Context: an optimization exercise on an open-source flow, tuned for small area and a short achievable clock period. The choices shown serve that exercise and are no tape-out recipe. No run shown here included a check of the RTL's function; only the layout flow was run. No activity file was given, so power comes from the tool's default toggle rates.

==> flow/design.v <==
module mem_responder_top (
    input  logic       clk,
    input  logic       rst,
    input  logic       req,
    input  logic       we,
    input  logic [7:0] addr,
    input  logic [7:0] wdata,
    output logic [7:0] rdata,
    output logic       ack,
    output logic       err,
    output logic       busy
);
    mem_responder #(.DW(8), .AW(8), .DEPTH(200), .WAIT(2)) u_resp (
        .clk(clk), .rst(rst), .req(req), .we(we), .addr(addr), .wdata(wdata),
        .rdata(rdata), .ack(ack), .err(err), .busy(busy));
endmodule

module mem_responder #(
    parameter int DW    = 8,
    parameter int AW    = 8,
    parameter int DEPTH = 256,
    parameter int WAIT  = 2
) (
    input  logic          clk,
    input  logic          rst,
    input  logic          req,
    input  logic          we,
    input  logic [AW-1:0] addr,
    input  logic [DW-1:0] wdata,
    output logic [DW-1:0] rdata,
    output logic          ack,
    output logic          err,
    output logic          busy
);
    localparam int NR = 66;      
    localparam int NG = 5;       
    logic       busy_q, ack_q, err_q;
    logic [1:0] st_q;            
    logic          wr_q, inr_q;
    logic [2:0]    tp_q;         
    logic          w1_q;         
    logic [15:0]   lo_q;
    logic [NG-1:0] gr_q;
    logic [2:0]    xr_q;
    logic [DW-1:0] wdata_q;
    logic [DW-1:0] rdata_q, rdata_h;
    logic [2:0] ph_q;            
    logic       ph2_q;
    logic          wp1_q;
    logic [NG-1:0] preg_q;       
    logic [DW-1:0] s0 [NR];      
    logic [DW-1:0] s1 [NR];
    logic [DW-1:0] s2 [NR];
    logic [DW-1:0] t0;           
    logic [DW-1:0] t1;
    logic [DW-1:0] grp_q [NG];
    logic          a_hi, a_inr;
    logic [1:0]    a_word;
    logic [2:0]    a_tp;
    logic [15:0]   a_lo;
    logic [NG-1:0] a_gr;
    logic [2:0]    a_xr;
    assign a_hi  = (addr[7:6] == 2'b11);
    assign a_inr = !a_hi || (addr[5:3] == 3'd0);
    always_comb begin
        for (int i = 0; i < 16; i++) a_lo[i] = (addr[3:0] == 4'(i));
        for (int g = 0; g < 4; g++) a_gr[g] = !a_hi && (addr[5:4] == 2'(g));
        a_gr[4] = a_hi && (addr[5:3] == 3'd0);
        a_xr[0] = (addr[2:0] == 3'd0) || (addr[2:0] == 3'd1) || (addr[2:0] == 3'd2);
        a_xr[1] = (addr[2:0] == 3'd3) || (addr[2:0] == 3'd4) || (addr[2:0] == 3'd5);
        a_xr[2] = (addr[2:0] == 3'd6) || (addr[2:0] == 3'd7);
        if (!a_hi) a_word = addr[7:6];
        else case (addr[2:0])
            3'd0, 3'd3, 3'd6: a_word = 2'd0;
            3'd1, 3'd4, 3'd7: a_word = 2'd1;
            default:          a_word = 2'd2;
        endcase
        case (a_word)
            2'd0:    a_tp = 3'b100;
            2'd1:    a_tp = 3'b010;
            default: a_tp = 3'b001;
        endcase
    end
    logic          stage2, accessing, commit, win, preset;
    logic          at_tap_q, at_next_q;    
    logic          is2_q;                  
    logic [15:0]   lo_sel;
    logic [2:0]    xr_sel;
    logic [NR:0]   rsel;
    logic [DW-1:0] rd;
    logic [NR:0]   sset;
    for (genvar r = 0; r < 64; r++) begin : g_sel
        assign rsel[r] = gr_q[r / 16] && lo_q[r % 16];
        assign sset[r] = preg_q[r / 16] && lo_q[r % 16];
    end
    for (genvar r = 64; r <= NR; r++) begin : g_selx
        assign rsel[r] = gr_q[4] && xr_q[r - 64];
        assign sset[r] = preg_q[4] && xr_q[r - 64];
    end
    assign stage2    = !nbusy_q && nack_q && (st_q == 2'd2);
    assign accessing = !nbusy_q && nack_q && (st_q == 2'd3);
    assign commit    = accessing && !rst && wr_q;
    assign win       = ((stage2 || accessing) && !rst) || wp1_q;
    assign preset    = wr_q && at_tap_q && win;
    assign lo_sel = nbusy_q ? a_lo : lo_q;
    assign xr_sel = nbusy_q ? a_xr : xr_q;
    logic [DW-1:0] grp_d [NG];
    always_comb begin
        for (int g = 0; g < 4; g++) begin
            grp_d[g] = '0;
            for (int i = 0; i < 16; i++)
                if (lo_sel[i]) grp_d[g] = grp_d[g] | s2[16 * g + i];
        end
        grp_d[4] = '0;
        for (int i = 0; i < 2; i++)
            if (xr_sel[i]) grp_d[4] = grp_d[4] | s2[64 + i];
        if (xr_sel[2]) grp_d[4] = grp_d[4] | t1;
    end
    always_comb begin
        rd = '0;
        for (int g = 0; g < NG; g++)
            if (gr_q[g]) rd = rd | grp_q[g];
    end
    logic restore;
    logic [DW-1:0] setd [NG];
    assign restore = accessing && rst;
    always_comb
        for (int g = 0; g < NG; g++) setd[g] = restore ? grp_q[g] : wdata_q;
    logic [2:0] ph_d, tp_d;
    logic       ph2_d, w1_d, is2_d;
    assign ph_d  = {ph_q[1], ph_q[0], !(ph_q[1] || ph_q[0])};
    assign ph2_d = !ph2_q;
    assign tp_d  = nbusy_q ? a_tp : tp_q;
    assign w1_d  = nbusy_q ? a_word[0] : w1_q;
    assign is2_d = nbusy_q ? (a_gr[4] && a_xr[2]) : is2_q;
    always_ff @(posedge clk) begin
        at_tap_q  <= is2_d ? (w1_d ^ ph2_d) : |(tp_d & ph_d);
        at_next_q <= is2_d ? !(w1_d ^ ph2_d) : |({tp_d[1:0], tp_d[2]} & ph_d);
        ph_q  <= ph_d;
        ph2_q <= !ph2_q;
        wp1_q <= commit;
        preg_q <= {NG{preset}} & gr_q;
        for (int g = 0; g < NG; g++) grp_q[g] <= grp_d[g];
    end
    always_ff @(posedge clk) begin
        if (rst) begin
            busy_q <= 1'b0;
            ack_q  <= 1'b0;
            err_q  <= 1'b0;
            st_q   <= 2'd0;
        end else if (nbusy_q) begin
            if (req) begin
                busy_q <= 1'b1;
                st_q   <= 2'd1;
            end
        end else if (nack_q) begin
            if (st_q == 2'd3) begin
                ack_q <= 1'b1;
                err_q <= !inr_q;
                st_q  <= 2'd0;
            end else begin
                st_q <= st_q + 2'd1;
            end
        end else if (!req) begin
            busy_q <= 1'b0;
            ack_q  <= 1'b0;
            err_q  <= 1'b0;
        end
    end
    logic nbusy_q, nack_q;
    always_ff @(posedge clk) begin
        if (rst) begin
            nbusy_q <= 1'b1;
            nack_q  <= 1'b1;
        end else if (nbusy_q) begin
            if (req) nbusy_q <= 1'b0;
        end else if (nack_q) begin
            if (st_q == 2'd3) nack_q <= 1'b0;
        end else if (!req) begin
            nbusy_q <= 1'b1;
            nack_q  <= 1'b1;
        end
    end
    always_ff @(posedge clk) begin
        if (nbusy_q) begin
            wr_q    <= we && a_inr;
            inr_q   <= a_inr;
            tp_q    <= a_tp;
            w1_q    <= a_word[0];
            is2_q   <= a_gr[4] && a_xr[2];
            lo_q    <= a_lo;
            gr_q    <= a_gr;
            xr_q    <= a_xr;
            wdata_q <= wdata;
        end
    end
    always_ff @(posedge clk) begin
        if (nack_q && at_next_q) rdata_h <= rd;
        rdata_q <= (nack_q && at_next_q) ? rd : rdata_h;
    end
    for (genvar r = 0; r < NR; r++) begin : g_ring
        always_ff @(posedge clk) begin
            s0[r] <= ~(s2[r] | {DW{preset && rsel[r]}});
            s1[r] <= ~(s0[r] | ({DW{sset[r]}} & ~setd[r < 64 ? r / 16 : 4]));
            s2[r] <= s1[r];
        end
    end
    always_ff @(posedge clk) begin
        t0 <= ~(t1 | {DW{preset && rsel[NR]}});
        t1 <= ~(t0 | ({DW{sset[NR]}} & ~setd[4]));
    end
    assign rdata = rdata_q;
    assign ack   = ack_q;
    assign err   = err_q;
    assign busy  = busy_q;
endmodule
==> flow/flow/run.sh <==
#!/bin/bash
# Standard ORFS layout (the standard.sh), with the port buffers made of buf_4 cells
# instead of whatever buffer_ports picks by default (it has been picking delay cells).
set -euo pipefail
bash standard.sh finish 'BUFFER_PORTS_ARGS=-buffer_cell sky130_fd_sc_hd__buf_4' > make_finish.log 2>&1
==> flow/standard.sh <==
#!/bin/bash
# synth_recipe.tcl (not shown) runs the flow's synth.tcl, then flattens the netlist and writes it again
# the make line also repeats each setting of config.mk as NAME=value (left out here)
make -C /OpenROAD-flow-scripts/flow DESIGN_CONFIG=/design/flow/config.mk WORK_HOME=/design/flow/orfs CLKGATE_MAP_FILE= SYNTH_SCRIPT=/design/flow/synth_recipe.tcl "${@:-finish}"
==> flow/config.mk <==
export PLATFORM = sky130hd
export DESIGN_NAME = mem_responder_top
export DESIGN_NICKNAME = mem_responder_top
export VERILOG_FILES = /design/flow/design.v
export SDC_FILE = /design/flow/constraint.sdc
export NUM_CORES = 4
export LEC_CHECK = 0
export ABC_CLOCK_PERIOD_IN_PS = 2200
export CAP_MARGIN = 20
export CORE_MARGIN = 2
export CORE_UTILIZATION = 50
export CTS_BUF_LIST = sky130_fd_sc_hd__clkbuf_8
export CTS_CLUSTER_DIAMETER = 50
export CTS_CLUSTER_SIZE = 10
export SETUP_SLACK_MARGIN = 2.3
export SLEW_MARGIN = 20
export TNS_END_PERCENT = 10
==> flow/constraint.sdc <==
create_clock -name core_clock -period 4.5 [get_ports {clk}]
set_input_delay 0.9000 -clock core_clock [delete_from_list [all_inputs] [get_ports {clk}]]
set_output_delay 0.9000 -clock core_clock [all_outputs]
set_load 0.01 [all_outputs]
==> metrics list, run 1 <==
* Reg2Reg Capture Point: u_resp.grp_q[2][4]
* Routed WL per cell: 28.5 um
* Crit path max fanout: 29
* Synth Net Count: about 3,700
* Maximum number of pins on one net before global-route repair: approximately 80
- Hold timing on the final database bottoms out at a slack of 0.216 ns.
* # nets final: 3,714
- Fraction of registers with async set or reset after synthesis: 0%
* Post-Route Setup TNS: 0 ns
- Transition time at the pin with the least slew margin: 1.00 ns
* Clock transition time at the flip-flop clock pins of the worst setup and hold paths: 0.07 ns
* Worst-path cell with the longest stage delay: nor2b_1
* DPL Wire Length: 77.9 mm
* Yosys warning count: 7
* Fraction of layout instances using a drive strength above 1: 13.7%
- Setup violations remaining at the end of the flow were counted as 0.
* DRC violation count after routing: 0
* Slack of the worst reg-to-reg path: 2.10 ns
- Synth Flop Type: dfxtp_1
- Clock tree sinks: 1,705
- The run finished with no timing, DRC or antenna violations.
- The via count of the first global-routing pass is about 30,000.
- VDD sags by at most ~0.00025 V.
* Final RePlAce weighted congestion: between 0.8 and 0.9
- The total overflow left after global routing is 0.
* DR pass1 iterations: 8
- In this run the critical register-to-register path is launched from u_resp.lo_q[8].
- The floorplan step set the die height to slightly above 300 um.
- dfxtp_1 is the most common cell in the netlist.
- Max-cap violation count: 0
- H-Tree Level Count: 4
- On the worst path, the slowest cell contributes a delay of between 0.7 and 0.8 ns.
- In this run the mean area of a mapped cell was 12.6 sq um.
- Critical path endpoint category: register
* Clock tree from TritonCTS: yes
- Synthesized netlist cell count: 3,650
- Wires add up to between 100 and 150 mm.
* Endpoint of the worst hold-timing path: u_resp.wdata_q[6]
- Compared with the post-synthesis result, the final layout area differs by 10.6%.
- Global routing used 29.2% of the available tracks across all layers.
- Buffers and inverters on the worst path: 2
- Data arrives at the worst endpoint at 3.29 ns.
* Total Die Area: 94,500 sq um
- Number of flops mapped to enable cells by yosys: 23
- Post-route ant nets: 0
* Min cycle time layout: 2.50 ns
- The region available for standard cell placement spans 91,500 sq um.
* Ports: 31
* Sequential share of the synthesized area: 74.6%
* Effective utilization at floorplan: 50.3%
- The synthesized design contains 1,705 register bits.
- The worst pin sits at a relative slew slack of 31.3%.
* Category of cells accounting for the largest share of critical-path delay: simple AND/OR/NAND/NOR gates
* Final cycle utilization of the critical path: 55.4%
* P_leak: 21.4 nW
* Number of pins with negative max-slew slack in the final report: 0
- In this run the most critical hold path is launched from wdata[6].
* Critical path type: in -> reg
- Worst Clk Skew: roughly 0.032 ns
* Netlist cell types: 54
- Root buffer cell: clkbuf_8
- Ranking of synthesized cells by area: dfxtp_1, a21oi_1, a22o_1
* Latest clock arrival within the worst-skew pair: 0.87 ns
* Final hold vios: 0
- The detailed router placed slightly below 30,000 vias in this run.
* Top cell type's share of synthesized area: 73.1%
* Largest area contributor in the netlist: dfxtp_1
* Cell-by-cell listing of the critical path: buf_4 -> nor2b_1 -> a31o_2 -> buf_6 -> a22o_1 -> a221oi_2 -> nand4_1
* Worst min-delay path class: in -> reg
* Antenna violations before repair: 3
- Number of rows created at floorplan: 111
- The die is between 300 and 400 um wide.
* Clock tree buffer depth: 3
- Worst reg2reg path depth: 5
- Highest achievable clock rate: between 400 and 500 MHz
* Starting DRC count in detailed routing: 3,176
* Count of buffers from port buffering: 30
- In this run the cell area of the synthesized design comes to 46,000 sq um.
* Number of cells on the worst hold path: 1
* Unrepaired setup endpoints after global routing: true
* Leading post-synthesis cells by instance count: dfxtp_1, a21oi_1, a22o_1
- STA classifies the critical path startpoint as a primary input.
* Post-DR vias/cell: 6.03
- PwrDens: ~490 nW/um^2
- Required arrival time at the worst endpoint: 5.29 ns
- Clock buffers created by TritonCTS: 190
* Global-route wire length before repair: between 200 and 250 mm
routing by layer:
metal | global-route usage, % | vias to the layer above | share of wire [%]
met5 | 0.672 | - | 0.061
met4 | 12.2 | 2 | 3.7
met3 | 6.04 | 291 | 8.3
met2 | 44.6 | 1455 | 45
met1 | 40.2 | 15000 | 43
li1 | - | 12900 | -
state kept, by name, indices dropped and copies added (netlist names), 3 cells and up:
signal,cells
u_resp.tp_q,3
u_resp.xr_q,3
u_resp.preg_q,5
u_resp.s2,528
u_resp.s1,528
u_resp.gr_q,5
u_resp.t1,8
u_resp.wdata_q,8
u_resp.lo_q,16
u_resp.t0,8
u_resp.grp_q,40
u_resp.s0,528
u_resp.rdata_q,8
where the power goes:
| group | internal [W] | leakage [nW] | switching (W) |
|---|---|---|---|
| clock network | 0.00389 | 1.50 | 0.00501 |
| logic | 0.000355 | 5.70 | 0.000667 |
| registers | 0.0152 | 14.2 | 0.0000532 |
| total | 0.0194 | 21.4 | 0.00573 |
cells by family after synthesis:
group           after synthesis  synth area share (%)
flops                      1705                  74.6
compound gates             1413                  19.1
buf+inv                     307                  3.37
simple gates                218                  2.78
xor+xnor                      3                0.0571
mux                           2                0.0435
fa+ha+maj                     2                0.0543
metrics by stage:
step           util [%]  instance area, sq um  worst slack (ns)  power, W  instances
3_5_place_dp       51.4                 47000              1.30    0.0165       4625
4_1_cts            55.4                 50700              2.09    0.0252       4897
2_1_floorplan         -                 46300              2.25    0.0161       3650
6_report           55.7                 51000              2.00    0.0251       4911
3_3_place_gp       51.4                 47000              1.35    0.0165       4625
5_1_grt            55.7                 50900              2.09    0.0259       4910
cell usage in the layout (no fill, tap or decap), types with 11 or more instances in the layout:
cell type / count
a21oi_4: 29
buf_4: 92
a221oi_1: 64
inv_1: 25
a22oi_1: 11
a21oi_1: 1060
dfxtp_2: 18
nor2_1: 33
a22o_1: 128
nor2b_1: 27
edfxtp_1: 23
a221oi_2: 64
buf_12: 27
and2_1: 71
dfxtp_1: 1663
nand4_1: 32
clkbuf_8: 195
a31o_4: 11
nand2_1: 17
cell type report:
cell class              instances  area (sq um)
multi-input cells            1647         10600
inverters                      13          48.8
fillers                      7383         40600
flip-flops and latches       1705         34400
clock inverters                26           171
diodes                          4          10.0
repair buffers                135          1570
clock buffers                 195          2680
well taps                    1186          1480
repair_timing:
| action | in CTS | in global routing |
|---|---|---|
| buffers inserted | 40 | 6 |
| hold buffers | 0 | 0 |
| resized for setup | 27 | 10 |
| cloned | 11 | 4 |
| setup endpoints to repair | 1128 | 767 |
| pin swaps | 8 | 1 |
worst max-delay path by stage:
| stage | cells after the start | startpoint | slack [ns] | end |
|---|---|---|---|---|
| 2_1_floorplan | 8 | addr[1] | 2.25 | u_resp.grp_q[3][0] |
| 3_3_place_gp | 5 | rst | 1.35 | u_resp.s1[59][7] |
| 3_5_place_dp | 6 | u_resp.nbusy_q | 1.30 | u_resp.s1[51][7] |
| 4_1_cts | 1 | u_resp.rdata_q[1] | 2.09 | rdata[1] |
| 5_1_grt | 7 | addr[1] | 2.09 | u_resp.grp_q[3][2] |
| 6_report | 7 | addr[2] | 2.00 | u_resp.grp_q[0][6] |
==> inputs of run 2 (changes only) <==
--- a/flow/config.mk
+++ b/flow/config.mk
@@ -13,5 +13,5 @@
 export CTS_CLUSTER_DIAMETER = 50
 export CTS_CLUSTER_SIZE = 10
-export SETUP_SLACK_MARGIN = 2.3
+export SETUP_SLACK_MARGIN = 2.15
 export SLEW_MARGIN = 20
-export TNS_END_PERCENT = 10
+export TNS_END_PERCENT = 100
==> run 2 against run 1 <==
Critical path depth decreased by 2. Non-clock buffer count grew 15. Clock power rose by 1%. Flip-flop and latch count stayed put. Sequential share of layout area is 0.27 points lower. Clock-buffer cell count shrank 1. Synthesized cell count is the same. Largest cell class unchanged.
==> metrics list, run 2 <==
* Status: finished clean
* Area growth from synthesis to final layout: 11.1%
* Footprint of the multi-input gates: 10,500 sq um (-0.98%)
- The library cell used most frequently in the layout, excluding fill and tap cells, is dfxtp_1.
- Transition time at the pin with the least slew margin: 0.957 ns (-0.0439 ns)
* Number of cells on the worst hold path: 1 (unchanged)
* Peak supply drop: 0.000343 V (+40%)
- The total iterations of the first detailed-routing run was 7 (-1).
* Ports: 31 (unchanged)
- Largest area contributor in the netlist: dfxtp_1
* Starting DRC count in detailed routing: 3,333 (+4.9%)
* Final setup vio count: 0 (unchanged)
* Fraction of layout instances using a drive strength above 1: 13.5% (-0.14 points)
- Clock tree sinks: 1,705 (unchanged)
* Floorplan die height: 307 um (unchanged)
* P_leak: 21.5 nW (+0.41%)
- The total of max-cap violations came to 0 (unchanged).
* Number of pins with negative max-slew slack in the final report: 0 (unchanged)
* Cts hold-fix bufs: 0 (unchanged)
- The worst setup path is launched from a primary input.
- Min cycle time layout: 2.41 ns (-0.0861 ns)
* Critical path endpoint category: register
- Total power of the final layout: 0.0253 W (+0.64%)
- The maximum root-to-sink buffer count came to 3 (unchanged).
- The number of cells traversed by the worst register-to-register path was 6 (+1).
- The final global-route overflow total was 0 (unchanged).
- The share of total power consumed by net switching was 22.9% (+0.14 points).
* Share of power burned in combinational logic: 4.3% (+0.2 points)
- Most common cell in the synthesized netlist: dfxtp_1
* Top Registers: u_resp.s0 (528), u_resp.s1 (528), u_resp.s2 (528)
- Clock buffers created by TritonCTS: 191 (+0.53%)
- The worst clock skew is 0.0491 ns (+0.0171 ns).
- Unrepaired setup endpoints after global routing: true
* Clock tree from TritonCTS: yes
- The data required time at the worst endpoint came to 5.27 ns (-0.02 ns).
- The largest driver fanout on the critical path came to 33 (+14%).
* Global-route wire length before repair: 202 mm (-0.13%)
* Total area of sequential cells: 34,400 sq um (about the same)
- The via count of the routed design was 29,800 (+0.69%).
- The hold violation total from the final report was 0 (unchanged).
* Yosys warning count: 7 (unchanged)
* Per-instance average area after synthesis: 12.6 sq um (unchanged)
- The top cell types in the final layout, fill and taps aside, are dfxtp_1, a21oi_1, clkbuf_8.
- Synth Flop Type: dfxtp_1
- Synth Net Count: 3,672 (unchanged)
- The post-synthesis cell count was 3,650 (unchanged).
- Fraction of registers with async set or reset after synthesis: 0% (unchanged)
- The number of distinct library cells after synthesis was 54 (unchanged).
- The post-route fraction of the period consumed by the critical path is 53.5% (-1.9 points).
* Post-Route Setup TNS: 0 ns (unchanged)
- Highest achievable clock rate: 415 MHz (+3.6%)
* Number of flops mapped to enable cells by yosys: 23 (unchanged)
- The clock-pin slew on the worst setup and hold paths was 0.08 ns (about the same).
- Vias in the first global route: 29,900 (+0.21%)
- The fraction of the yosys area taken by sequential cells came to 74.6% (unchanged).
* Switching power: 0.00580 W (+1.3%)
- Post-route ant nets: 0 (unchanged)
- Root buffer cell: clkbuf_8
- Maximum number of pins on one net before global-route repair: 70 (-10%)
- The vias per cell is 6.06 (+0.41%).
- # nets final: 3,729 (+0.40%)
- The worst setup path is of the in -> reg kind.
- Cell-internal power: 0.0195 W (+0.46%)
- Yosys attributes the largest share of cell area to dfxtp_1, a21oi_1, a22o_1.
* Latest clock arrival within the worst-skew pair: 0.89 ns (+0.02 ns)
- The number of buffers added on ports was 30 (unchanged).
* Sequential Power Share: 60.1% (-0.4 points)
- The site row count came to 111 (unchanged).
- The initial core utilization was 50.3% (unchanged).
- H-Tree Level Count: 4 (unchanged)
- The width of the die was 307 um (unchanged).
- Final standard cell utilization of the core: 55.9% (+0.22 points)
- The area of the mapped netlist is 46,000 sq um (unchanged).
- DPL Wire Length: 76.5 mm (-1.7%)
- The initial antenna violation count came to 3 (unchanged).
- Max-slew headroom at the worst pin: 36.2% (+4.8 points)
* GRT Total Usage: 29.0% (-0.14 points)
* Leading post-synthesis cells by instance count: dfxtp_1, a21oi_1, a22o_1
- PwrDens: 495 nW/um^2 (+0.24%)
- Total Die Area: 94,500 sq um (unchanged)
- The min-delay analysis places its worst path in the category in -> reg.
- Std-Cell Core Area: 91,500 sq um (unchanged)
- The detailed-route DRC error count was 0 (unchanged).
- Routed WL per cell: 28.5 um (-0.10%)
* Fillcell total: 7,392 (+0.12%)
- Relative contribution of the clock network to total power: 35.6% (+0.2 points)
- The final routed wirelength across all metal layers is 140 mm (+0.18%).
- Top cell type's share of synthesized area: 73.1% (unchanged)
- Endpoint arrival time on the critical path: 3.18 ns (-0.11 ns)
* Final RePlAce weighted congestion: 0.854 (+1.6%)
* Flip-flop and latch count after synthesis: 1,705 (unchanged)
-- run 2: cell types whose count changed in the layout (fill, tap and decap cells not counted), sizes merged, moves of 2 or more --
| cell | previous run | this run |
|---|---|---|
| and3 | 7 | 5 |
| diode | 4 | 1 |
| clkbuf | 199 | 197 |
| and2 | 83 | 81 |
| a31o | 12 | 14 |
| buf | 130 | 147 |
-- run 2: repair_timing --
action                     in CTS  in global routing
cloned                          8                  4
pin swaps                       3                  2
setup endpoints to repair    1076                674
gates resized for setup        44                 22
setup buffers                  51                 17
-- run 2: worst max-delay path: stages --
cell and delay (ns):
buf_4 0.19, nor2_1 0.68, a31o_4 0.88, a221oi_1 0.26, nand4_1 0.20
-- run 2: cells by family after synthesis --
logic type | share of synthesized area, %
xor gates and xnor gates | 0.0571
and+or+nand+nor | 2.78
DFF | 74.6
buffers and inverters | 3.37
adders and majority gates | 0.0543
AOI/OAI and AO/OA | 19.1
muxes | 0.0435
-- run 2: final cells by class --
class	count	share of cell area (%)
clock buffer	194	5.22
antenna	1	0.00489
clock inverter	30	0.484
tap	1186	2.90
timing repair buffer	150	3.57
sequential	1705	67.2
multi-input combinational	1646	20.5
inverter	13	0.0954
-- run 2: per-stage QoR --
stage          instances  hold slack [ns]  setup slack, ns  instance area [sq um]
2_1_floorplan       3650            0.310             2.19                  46000
3_3_place_gp        4620            0.310             1.15                  46800
3_5_place_dp        4620            0.312             1.13                  46800
4_1_cts             4903            0.162             2.11                  50800
5_1_grt             4925            0.186             2.11                  51200
6_report            4925            0.214             2.09                  51200
-- run 2: final timing paths --
check / from / to / slack, ns
max: addr[2] / u_resp.grp_q[3][4] / 2.09
min: wdata[3] / u_resp.wdata_q[3] / 0.21
max reg2reg: u_resp.nbusy_q / u_resp.grp_q[3][7] / 2.12
min reg2reg: u_resp.s1[54][5] / u_resp.s2[54][5] / 0.30
-- run 2: power by group through the flow --
| stage | combinational [W] | sequential (W) | clock (W) |
|---|---|---|---|
| finish | 0.00108 | 0.0152 | 0.00901 |
| global route | 0.00110 | 0.0152 | 0.00973 |
| CTS | 0.00102 | 0.0152 | 0.00910 |
| detailed placement | 0.000884 | 0.0156 | 0 |
| global placement | 0.000882 | 0.0156 | 0 |
| floorplan | 0.000544 | 0.0155 | 0 |
-- run 2: routing by layer --
| metal | part of all wire, % | up-vias | track usage (%) |
|---|---|---|---|
| met5 | 0 | - | 0 |
| met3 | 8.3 | 298 | 5.83 |
| met4 | 3.9 | 0 | 12.6 |
| met1 | 43 | 15100 | 40.3 |
| met2 | 45 | 1555 | 44.2 |
| li1 | - | 12900 | - |
==> inputs of run 3 (changes only) <==
--- a/flow/config.mk
+++ b/flow/config.mk
@@ -10,8 +10,8 @@
 export CORE_MARGIN = 2
 export CORE_UTILIZATION = 50
-export CTS_BUF_LIST = sky130_fd_sc_hd__clkbuf_8
-export CTS_CLUSTER_DIAMETER = 50
-export CTS_CLUSTER_SIZE = 10
-export SETUP_SLACK_MARGIN = 2.15
+export CTS_BUF_LIST = sky130_fd_sc_hd__clkbuf_16
+export CTS_CLUSTER_DIAMETER = 60
+export CTS_CLUSTER_SIZE = 24
+export SETUP_SLACK_MARGIN = 2.3
 export SLEW_MARGIN = 20
-export TNS_END_PERCENT = 100
+export TNS_END_PERCENT = 10
==> run 3 against run 2 <==
Still clean. Die area unchanged. Clock skew decreased by 0.017 ns. Fmax increased by 0.49%. Synthesized cell count unchanged. Final cell count decreased by 0.95%. Utilization increased by 0.56 points. Clock power increased by 4.9%. Area after synthesis unchanged. Design area increased by 1.0%. Clock-buffer cell count decreased by 96. Total power increased by 1.7%. First-iteration DRC count increased by 14%. Largest cell class unchanged. Largest power group unchanged.
==> metrics list, run 3 <==
- Status: finished clean
* Endpoint arrival time on the critical path: 2.90 ns (-0.28 ns)
* Worst min-delay path class: reg -> reg
- Overall routed net length: 144 mm (+3.0%)
- The top cell type's share of synthesized area came to 73.1% (unchanged).
* Non-Filler Cell Area, Final: 51,700 sq um (+1.0%)
* GRT Total Usage: 29.4% (+0.38 points)
- Required arrival time at the worst endpoint: 5.00 ns (-0.27 ns)
- The number of hold buffers added after cts was 0 (unchanged).
* Top Registers: u_resp.s0 (528), u_resp.s1 (528), u_resp.s2 (528)
- Routed via count: 29,900 (+0.23%)
* Area growth from synthesis to final layout: 12.2%
- Post-Route Setup TNS: 0 ns (unchanged)
- The synthesized design spends more area on one cell type than any other, namely dfxtp_1.
- Root buffer cell: clkbuf_16
- The compound-gate portion of the synthesized area is 19.1% (unchanged).
- TritonCTS built the clock tree.
- Fillcell total: 7,270 (-1.7%)
* Transition time at the pin with the least slew margin: 1.02 ns (+0.0611 ns)
* Critical path endpoint category: register
* Latest clock arrival within the worst-skew pair: 0.68 ns (-0.21 ns)
- Most congested layer reported by global routing: met2
- The worst ir drop on vdd came to 0.000278 V (-19%).
- Std-Cell Core Area: 91,500 sq um (unchanged)
* Final cycle utilization of the critical path: 53.3% (-0.26 points)
- Synth Flop Type: dfxtp_1
* Met1 GRT Util: 41.1% (+0.84 points)
- The total of max-cap violations came to 0 (unchanged).
* Combinational family with the most area after synthesis: compound AO/OA/AOI/OAI gates
- In the layout the commonest cells are dfxtp_1, a21oi_1, a22o_1.
- Fraction of registers with async set or reset after synthesis: 0% (unchanged)
- Fraction of met3 tracks used by global routing: 5.96% (+0.13 points)
* Number of pins with negative max-slew slack in the final report: 0 (unchanged)
- Simple-Gate Fraction of Synth Area: 2.78% (unchanged)
- The synthesized netlist net count was 3,672 (unchanged).
* Sequential share of the synthesized area: 74.6% (unchanged)
- The leakage power figure was 21.7 nW (+0.77%).
- The number of top-level pins came to 31 (unchanged).
- # nets final: 3,652 (-2.1%)
- STA classifies the critical path startpoint as a register.
- Crit path max fanout: 29 (-12%)
- The chip height came to 307 um (unchanged).
- Per-instance average area after synthesis: 12.6 sq um (unchanged)
* Netlist cell types: 54 (unchanged)
- DPL Wire Length: 77.9 mm (+1.8%)
* Fraction of layout instances using a drive strength above 1: 13.3% (-0.23 points)
- The number of enable flip-flop cells after synthesis is 23 (unchanged).
* Unrepaired setup endpoints after global routing: true
* Global-route wire length before repair: 204 mm (+0.84%)
- Effective utilization at floorplan: 50.3% (unchanged)
- Final hold vios: 0 (unchanged)
* Highest achievable clock rate: 417 MHz (+0.49%)
* Critical path type: reg -> reg
- The initial DRC count is 3,796 (+14%).
* Routed WL per cell: 29.6 um (+4.0%)
- Clock tree sinks: 1,705 (unchanged)
* Worst Clk Skew: 0.0318 ns (-0.0173 ns)
- Min cycle time layout: 2.40 ns (-0.0117 ns)
- Flip-flop and latch count after synthesis: 1,705 (unchanged)
- Yosys warning count: 7 (unchanged)
- Post-route ant nets: 0 (unchanged)
* DR pass1 iterations: 7 (unchanged)
- Overflow left after global routing: 0 (unchanged)
- The weighted congestion reported at the end of routability-driven placement is 0.841 (-1.5%).
- The placement-stage cell area is 47,000 sq um (+0.60%).
- The site row count came to 111 (unchanged).
* Leading post-synthesis cells by instance count: dfxtp_1, a21oi_1, a22o_1
* Ranking of synthesized cells by area: dfxtp_1, a21oi_1, a22o_1
- The number of endpoints failing setup at the final stage came to 0 (unchanged).
- The maximum root-to-sink buffer count was 3 (unchanged).
* Total standard cell area after synthesis: 46,000 sq um (unchanged)
* Total Die Area: 94,500 sq um (unchanged)
- The proportion of synthesized area in mux cells was 0.0435% (unchanged).
- Grt met2 use: 44.9% (+0.67 points)
- The worst slew slack as a fraction of its limit is 30.2% (-6.0 points).
* Clock buffers created by TritonCTS: 95 (-50%)
- Horizontal die dimension: 307 um (unchanged)
- Xor and xnor area share after synthesis: 0.0571% (unchanged)
- Hold Worst Slack: 0.304 ns (+0.0897 ns)
- Post-DR vias/cell: 6.13 (+1.2%)
* DRC violation count after routing: 0 (unchanged)
- The number of buffers added on ports came to 30 (unchanged).
- The power per cell area is 498 nW/um^2 (+0.72%).
* Antenna violations before repair: 2 (-1)
- The via count of the first global-routing pass was 29,300 (-2.2%).
- The post-synthesis cell count is 3,650 (unchanged).
- Most common cell after layout, fill and taps aside: dfxtp_1
- The H-tree depth was 3 (-1).
- Clock transition time at the flip-flop clock pins of the worst setup and hold paths: 0.09 ns (about the same)
- Most common cell in the synthesized netlist: dfxtp_1
- The synthesized-area fraction occupied by adder cells came to 0.0543% (unchanged).
- The largest net degree at the start of global routing was 66 (-5.7%).
run 3: layout make-up:
| type | count | area, sq um | share of cell area, % |
|---|---|---|---|
| sequential | 1705 | 34400 | 66.6 |
| inverter | 13 | 48.8 | 0.0944 |
| multi-input combinational | 1656 | 10800 | 20.9 |
| tap | 1186 | 1480 | 2.87 |
| clock inverter | 58 | 592 | 1.15 |
| clock buffer | 98 | 2450 | 4.75 |
| antenna | 3 | 7.51 | 0.0145 |
| timing repair buffer | 159 | 1890 | 3.65 |
run 3: kinds of logic (layout without fill, tap and decap cells):
| kind of cell | count (synthesis) | count (layout) |
|---|---|---|
| compound gates | 1413 | 1421 |
| xor+xnor | 3 | 3 |
| fa+ha+maj | 2 | 2 |
| buf+inv | 307 | 328 |
| flops | 1705 | 1705 |
| mux | 2 | 2 |
| other cells | 0 | 3 |
| simple gates | 218 | 228 |
run 3: metal layers:
| layer | vias up | routed length, um |
|---|---|---|
| met5 | - | 16 |
| met4 | 2 | 5840 |
| met3 | 310 | 13100 |
| met2 | 1608 | 63300 |
| met1 | 15100 | 62200 |
| li1 | 12900 | - |
run 3: power breakdown:
group	internal [W]	switching [W]
clock network	0.00430	0.00515
registers	0.0152	0.0000552
logic	0.000375	0.000707
run 3: what timing repair did:
item / CTS / global route
pin swaps: 17 / 4
buffers inserted: 53 / 17
gates cloned: 15 / 9
endpoints found under the setup margin: 1117 / 1026
gates resized for setup: 40 / 23
run 3: worst max-delay path: stages (launching register included):
cell      delay, ns
dfxtp_4        0.48
buf_8          0.22
nor2b_1        0.08
a31o_2         0.28
buf_6          0.22
a22o_1         0.36
a221oi_2       0.19
nand4_1        0.24
run 3: final timing paths:
check,start,endpoint,slack [ns],cells past startpoint
worst max register to register,u_resp.nbusy_q,u_resp.grp_q[0][6],2.10,7
worst max-delay path,u_resp.nbusy_q,u_resp.grp_q[0][6],2.10,7
worst min-delay path,u_resp.s1[11][3],u_resp.s2[11][3],0.30,0
worst min register to register,u_resp.s1[11][3],u_resp.s2[11][3],0.30,0
run 3: metrics by stage:
step	setup WS (ns)	util, %	std cells	power (W)
floorplan	2.25	-	3650	0.0161
global placement	1.35	51.4	4625	0.0165
detailed placement	1.30	51.4	4625	0.0165
CTS	2.15	56.0	4849	0.0257
global route	2.09	56.4	4876	0.0264
finish	2.10	56.4	4878	0.0257

re-timing with driven ports:
Ports are ideal in the flow. The routed layouts listed here were re-timed in OpenROAD. Step 1: set_driving_cell puts a clkbuf_16 on clk and a buf_2 on each other input, an assumption about the parent block. Step 2 also shifts input and output timing later by t, the mid clock arrival at the registers, as if the neighbouring blocks saw the same clock. a / b / c = no drivers / after step 1 / after step 2; a / b = the first two.
run | t (ns) | setup WS [ns] | clock arrival spread, ns | worst register clock-pin slew, ns | worst data-port slew with drivers (ns)
run 1 | 0.920 | 2.005 / 1.938 / 1.018 | 0.046 / 0.046 | 0.08 / 0.08 | 0.12
run 2 | 0.925 | 2.091 / 2.119 / 1.206 | 0.058 / 0.058 | 0.08 / 0.08 | 0.05
run 3 | 0.744 | 2.103 / 2.103 / 1.377 | 0.041 / 0.041 | 0.09 / 0.09 | 0.13
After both steps setup and hold are still met in every run listed. For run 1, which loses most, drivers alone change the setup slack by -0.067 ns; drivers and shift together by -0.987 ns.
